From an optimization exercise on the open Yosys and OpenROAD flow, aimed at small area, a short achievable clock period and few clock cycles per item; shortcuts taken in it are not production practice.
Only simulation tests tie the RTL to the original design; equivalence was not proved.
The flow treats the clock pin as an ideal source. Dropping or thinning the clock tree relies on that and would not hold on a real chip.
No activity file was given, so power comes from the tool's default toggle rates.

// hilbert_curve_converter
module hilbert_curve_converter (
   input  logic                        clock,
   input  logic                        reset,
   input  logic                        req_valid,
   output logic                        req_stall,
   input  logic [64:0]                 req_word,
   output logic                        rsp_valid,
   input  logic                        rsp_stall,
   output logic [63:0]                 rsp_word,
   input  logic                        csr_write_enable,
   input  logic [4:0]                  csr_write_data
);
==> flow/config.mk <==
export PLATFORM = sky130hd
export DESIGN_NAME = hilbert_curve_converter
export DESIGN_NICKNAME = hilbert_curve_converter
export VERILOG_FILES = /design/flow/design.v
export SDC_FILE = /design/flow/constraint.sdc
export NUM_CORES = 4
export LEC_CHECK = 0
export ABC_AREA = 1
export CAP_MARGIN = 20
export CORE_AREA = 2.3 2.72 112.7 112.88
export DIE_AREA = 0 0 115 115.2
export SETUP_SLACK_MARGIN = 2.4
export SLEW_MARGIN = 20
export TNS_END_PERCENT = 5
==> flow/constraint.sdc <==
create_clock -name core_clock -period 5.0 [get_ports {clock}]
set_input_delay 1.0000 -clock core_clock [delete_from_list [all_inputs] [get_ports {clock}]]
set_output_delay 1.0000 -clock core_clock [all_outputs]
set_load 0.01 [all_outputs]
standard.sh (not shown) runs the stock make flow with config.mk's settings and CLKGATE_MAP_FILE= SYNTH_SCRIPT=/design/flow/synth_recipe.tcl, a recipe that flattens the netlist after the stock synthesis.
==> flow/flow/run.sh <==
#!/bin/bash
# The standard layout, with three changes:
#  - after the standard synthesis, its combinational logic is mapped again by
#    ABC (flow/remap.tcl, script below); every register instance is kept as
#    the standard synthesis made it, with its name and cell;
#  - the ports are buffered by the smallest buffer instead of the delay buffer
#    buffer_ports picks by default; every port still gets its own buffer;
#  - the clock tree is one level of four clkbuf_16 (flow/one_level_cts.tcl)
#    instead of TritonCTS's two-level H-tree.
# Each tool's output goes to a log file of its own in this folder.
set -euo pipefail
work=$(pwd)
results=$work/orfs/results/sky130hd/hilbert_curve_converter/base
export BUFFER_PORTS_ARGS="-buffer_cell sky130_fd_sc_hd__buf_1"
export PRE_CTS_TCL="$work/flow/one_level_cts.tcl"

# standard synthesis
bash standard.sh "$results/1_2_yosys.v" > standard_synth.log 2>&1

# re-map the combinational logic
cp "$results/1_2_yosys.v" "$work/standard_netlist.v"
YOSYS=$(command -v yosys || echo "$FLOW_HOME/../tools/install/yosys/bin/yosys")
REMAP_IN=$work/standard_netlist.v REMAP_OUT=$work/remapped_netlist.v \
REMAP_TOP=${FLOW_TOP:-hilbert_curve_converter} REMAP_STAT=$work/remap_stat.txt \
REMAP_LIB=$FLOW_HOME/platforms/sky130hd/lib/sky130_fd_sc_hd__tt_025C_1v80.lib \
REMAP_SCRIPT="strash; &get -n; &dch -f; &nf -R 1000; &put" \
  "$YOSYS" -c "$work/flow/remap.tcl" > remap.log 2>&1
cp "$work/remapped_netlist.v" "$results/1_2_yosys.v"
touch "$results/1_2_yosys.v"

# the rest of the standard layout on the re-mapped netlist
bash standard.sh finish > standard_layout.log 2>&1
Other scripts of this flow, unchanged in this note and not shown: flow/flow/one_level_cts.tcl, flow/flow/remap.tcl
The first run ran to the end with no violations.
Testbench counts at the start, summed over its fixed seeds: cycles 2,568, items 2,560.
Next try:
- CORE_AREA: 2.3 2.72 112.7 112.88 -> 2.3 2.72 105.8 106.08
- DIE_AREA: 0 0 115 115.2 -> 0 0 108 108.5
- SETUP_SLACK_MARGIN: 2.4 -> 2.6
The new run finished with timing, DRC and antenna clean. Area after synthesis stays the same. Wire length decreases by about 2.5%. Final cell count increases by 0.43%. Clock skew is about the same. Sequential cell count stays the same. Setup slack got worse by 0.028 ns. Core utilization increases by 7.6 points.
Next try:
- CORE_AREA: 2.3 2.72 105.8 106.08 -> 2.3 2.72 121.9 122.4
- DIE_AREA: 0 0 108 108.5 -> 0 0 124 124.5
- SETUP_SLACK_MARGIN: 2.6 -> 2.8
=> The new run ran to the end with no violations. Global-route usage goes down by 3.4 points. Cell area goes up by about 4%. Setup slack gets worse by 0.078 ns. Clock skew is about the same. Cell count goes up by 5.2%. Register-to-register slack gets worse by 0.08 ns. Maximum frequency goes down by about 2.6%. Power goes up by 5.3%. Area after synthesis stays the same.
Next try:
--- a/flow/flow/run.sh
+++ b/flow/flow/run.sh
@@ -24,5 +24,5 @@
 REMAP_TOP=${FLOW_TOP:-hilbert_curve_converter} REMAP_STAT=$work/remap_stat.txt \
 REMAP_LIB=$FLOW_HOME/platforms/sky130hd/lib/sky130_fd_sc_hd__tt_025C_1v80.lib \
-REMAP_SCRIPT="strash; &get -n; &dch -f; &nf -R 1000; &put" \
+REMAP_SCRIPT="strash; &get -n; &dch; &nf -R 1000; &put" \
   "$YOSYS" -c "$work/flow/remap.tcl" > remap.log 2>&1
 cp "$work/remapped_netlist.v" "$results/1_2_yosys.v"
- CORE_AREA: 2.3 2.72 121.9 122.4 -> 2.3 2.72 112.7 112.88
- DIE_AREA: 0 0 124 124.5 -> 0 0 115 115.2
- SETUP_SLACK_MARGIN: 2.8 -> 2.6
Total power is about the same.
Worst setup slack gets better by 0.094 ns.
Synthesized cell count shrinks by 1.8%.
Design area fell by 2.2%.
Cell count decreases by 5.4%.
Area after synthesis drops by 0.79%.
Hold slack gets better by 0.0048 ns.
First-iteration DRC count goes down by 29%.
Via count drops by 1.4%.
Register-to-register slack is better by 0.09 ns.
No run of this note takes its clock network from TritonCTS; it comes from the design's own scripts or RTL.

* * *

Another version of the RTL of hilbert_curve_converter (not shown whole).
For scale: roughly 600 cells after synthesis, about 140 I/O pins.
Design hilbert_curve_converter, start of the top module:
module hilbert_curve_converter (
   input  logic                        clock,
   input  logic                        reset,
   input  logic                        req_valid,
   output logic                        req_stall,
   input  logic [64:0]                 req_word,
   output logic                        rsp_valid,
   input  logic                        rsp_stall,
   output logic [63:0]                 rsp_word,
   input  logic                        csr_write_enable,
   input  logic [4:0]                  csr_write_data
);
   localparam int N  = hcc_pkg::MAX_ORDER;
   localparam int NP = N / 2;
   localparam int MW = hcc_pkg::MAP_W;
   localparam int NL = 5;                       
   logic [hcc_pkg::ORDER_W-1:0] order_ff;       
   logic [N-1:0]                lvl_mask;       
   logic                        take;           
   logic                        s1_take;        
   logic [N-1:0]                a_in, e_in;
   logic                        s1_valid_ff;
  ...
export LEC_CHECK = 0
export ABC_AREA = 1
export CAP_MARGIN = 20
export CORE_AREA = 2.3 2.72 121.9 122.4
export DIE_AREA = 0 0 124 124.5
export SETUP_SLACK_MARGIN = 3.0
export SLEW_MARGIN = 20
export TNS_END_PERCENT = 5
create_clock -name core_clock -period 5.0 [get_ports {clock}]
==> flow/flow/run.sh <==
#!/bin/bash
# The standard layout, with three changes:
#  - after the standard synthesis, its combinational logic is mapped again by
#    ABC (flow/remap.tcl, script below); every register instance is kept as
#    the standard synthesis made it, with its name and cell;
#  - the ports are buffered by the smallest buffer instead of the delay buffer
#    buffer_ports picks by default; every port still gets its own buffer;
#  - the clock tree is one level of four clkbuf_16 (flow/one_level_cts.tcl)
#    instead of TritonCTS's two-level H-tree.
# Each tool's output goes to a log file of its own in this folder.
set -euo pipefail
work=$(pwd)
results=$work/orfs/results/sky130hd/hilbert_curve_converter/base
export BUFFER_PORTS_ARGS="-buffer_cell sky130_fd_sc_hd__buf_1"
export PRE_CTS_TCL="$work/flow/one_level_cts.tcl"

# standard synthesis
bash standard.sh "$results/1_2_yosys.v" > standard_synth.log 2>&1

# re-map the combinational logic
cp "$results/1_2_yosys.v" "$work/standard_netlist.v"
YOSYS=$(command -v yosys || echo "$FLOW_HOME/../tools/install/yosys/bin/yosys")
REMAP_IN=$work/standard_netlist.v REMAP_OUT=$work/remapped_netlist.v \
REMAP_TOP=${FLOW_TOP:-hilbert_curve_converter} REMAP_STAT=$work/remap_stat.txt \
REMAP_LIB=$FLOW_HOME/platforms/sky130hd/lib/sky130_fd_sc_hd__tt_025C_1v80.lib \
REMAP_SCRIPT="strash; &get -n; &dch -f; &nf -R 1000; &put" \
  "$YOSYS" -c "$work/flow/remap.tcl" > remap.log 2>&1
cp "$work/remapped_netlist.v" "$results/1_2_yosys.v"
touch "$results/1_2_yosys.v"

# the rest of the standard layout on the re-mapped netlist
bash standard.sh finish > standard_layout.log 2>&1
==> flow/flow/remap.tcl <==
# Re-map the combinational logic of the standard synthesis netlist for area,
# keeping every register instance (and so its name and cell) as it is.
# Reads $::env(REMAP_IN), writes $::env(REMAP_OUT).
set lib $::env(REMAP_LIB)
yosys read_liberty -ignore_miss_func $lib
# registers and tie cells stay as they are
yosys blackbox {sky130_fd_sc_hd__*df*} {sky130_fd_sc_hd__conb_*}
yosys read_verilog $::env(REMAP_IN)
yosys hierarchy -top $::env(REMAP_TOP)
yosys flatten
yosys opt_clean -purge
yosys abc -liberty $lib -dont_use sky130_fd_sc_hd__probe_p_8 -dont_use sky130_fd_sc_hd__probec_p_8 -dont_use {sky130_fd_sc_hd__lpflow_*} -script "+$::env(REMAP_SCRIPT)"
yosys opt_clean -purge
yosys hilomap -singleton -hicell sky130_fd_sc_hd__conb_1 HI -locell sky130_fd_sc_hd__conb_1 LO
yosys splitnets
yosys opt_clean -purge
yosys write_verilog -noattr -nohex -nodec $::env(REMAP_OUT)
# check the result against the cells as the layout reads them
yosys design -reset
yosys read_liberty -lib $lib
yosys read_verilog $::env(REMAP_OUT)
yosys hierarchy -check -top $::env(REMAP_TOP)
yosys check -assert
yosys tee -o $::env(REMAP_STAT) stat -liberty $lib
Other scripts of this flow, unchanged in this note and not shown: flow/flow/one_level_cts.tcl
Testbench counts at the start, summed over its fixed seeds: cycles 2,568, items 2,560.
Rerun with:
- SETUP_SLACK_MARGIN: 3.0 -> 2.6
=> Via count went down by 0.45%; final area went down by about 2%; synthesized cell count stays the same; wire length went down by about 0.8%; total power went down by about 4%; setup slack gains 0.032 ns; clock skew went up by 0.0056 ns; sequential share of layout area went up by 0.74 points; combinational power went down by about 7%.
Rerun with:
- SETUP_SLACK_MARGIN: 2.6 -> 2.2
- TNS_END_PERCENT: 5 -> not set
Outcome: The new run produced a clean layout. Register-to-register slack gets worse by 0.07 ns. Routed wire length is higher by about 5.6%. Sequential power hardly moves. Global-route usage went up by 1.1 points.
Rerun with:
==> flow/flow/run.sh (replaced) <==
#!/bin/bash
# The standard layout, with two changes:
#  - the ports are buffered by the smallest buffer instead of the delay buffer
#    buffer_ports picks by default; every port still gets its own buffer;
#  - the clock tree is one level of four clkbuf_16 (flow/one_level_cts.tcl)
#    instead of TritonCTS's two-level H-tree.
set -euo pipefail
export BUFFER_PORTS_ARGS="-buffer_cell sky130_fd_sc_hd__buf_1"
export PRE_CTS_TCL="$(pwd)/flow/one_level_cts.tcl"
bash standard.sh finish > standard_flow.log 2>&1
removed: flow/flow/remap.tcl
Combinational power went down by 10%.
Cell area went up by 14%.
Sequential cell count stays the same.
Setup slack is better by 0.41 ns.
Clock skew is about the same.
Die area stays the same.
No run of this note takes its clock network from TritonCTS; it comes from the design's own scripts or RTL.

re-timing with driven ports:
The results above use ideal ports. As a check the final layouts listed here were re-extracted and re-timed, cells and wires unchanged.
Step 1, drivers: a clkbuf_16 drives clock and a buf_2 each remaining input, both assumed.
Step 2 also shifts input and output timing later by t, the mid clock arrival at the registers, as if the neighbouring blocks saw the same clock.
Slacks: no drivers / after step 1 / after step 2; pairs: no drivers / after step 1.
run	t, ns	setup slack, ns	worst register clock-pin slew, ns	worst data-port slew with drivers (ns)
the first run of note 1	0.238	2.113 / 2.109 / 1.973	0.10 / 0.10	0.04
the second run of note 1	0.232	2.085 / 2.085 / 2.037	0.09 / 0.09	0.04
the third run of note 1	0.239	2.007 / 2.007 / 2.007	0.09 / 0.09	0.11
the fourth run of note 1	0.236	2.100 / 2.078 / 2.100	0.09 / 0.09	0.11
the first run of note 2	0.230	1.837 / 1.837 / 1.837	0.09 / 0.09	0.04
the second run of note 2	0.231	1.869 / 1.870 / 1.870	0.09 / 0.09	0.03
the third run of note 2	0.230	1.801 / 1.800 / 1.800	0.09 / 0.09	0.04
the fourth run of note 2	0.237	2.212 / 2.190 / 2.212	0.09 / 0.09	0.04
After both steps every run listed still meets setup and hold. The setup slack of the first run of note 1, which loses most, moves by -0.004 ns with the drivers and by -0.140 ns with both steps.
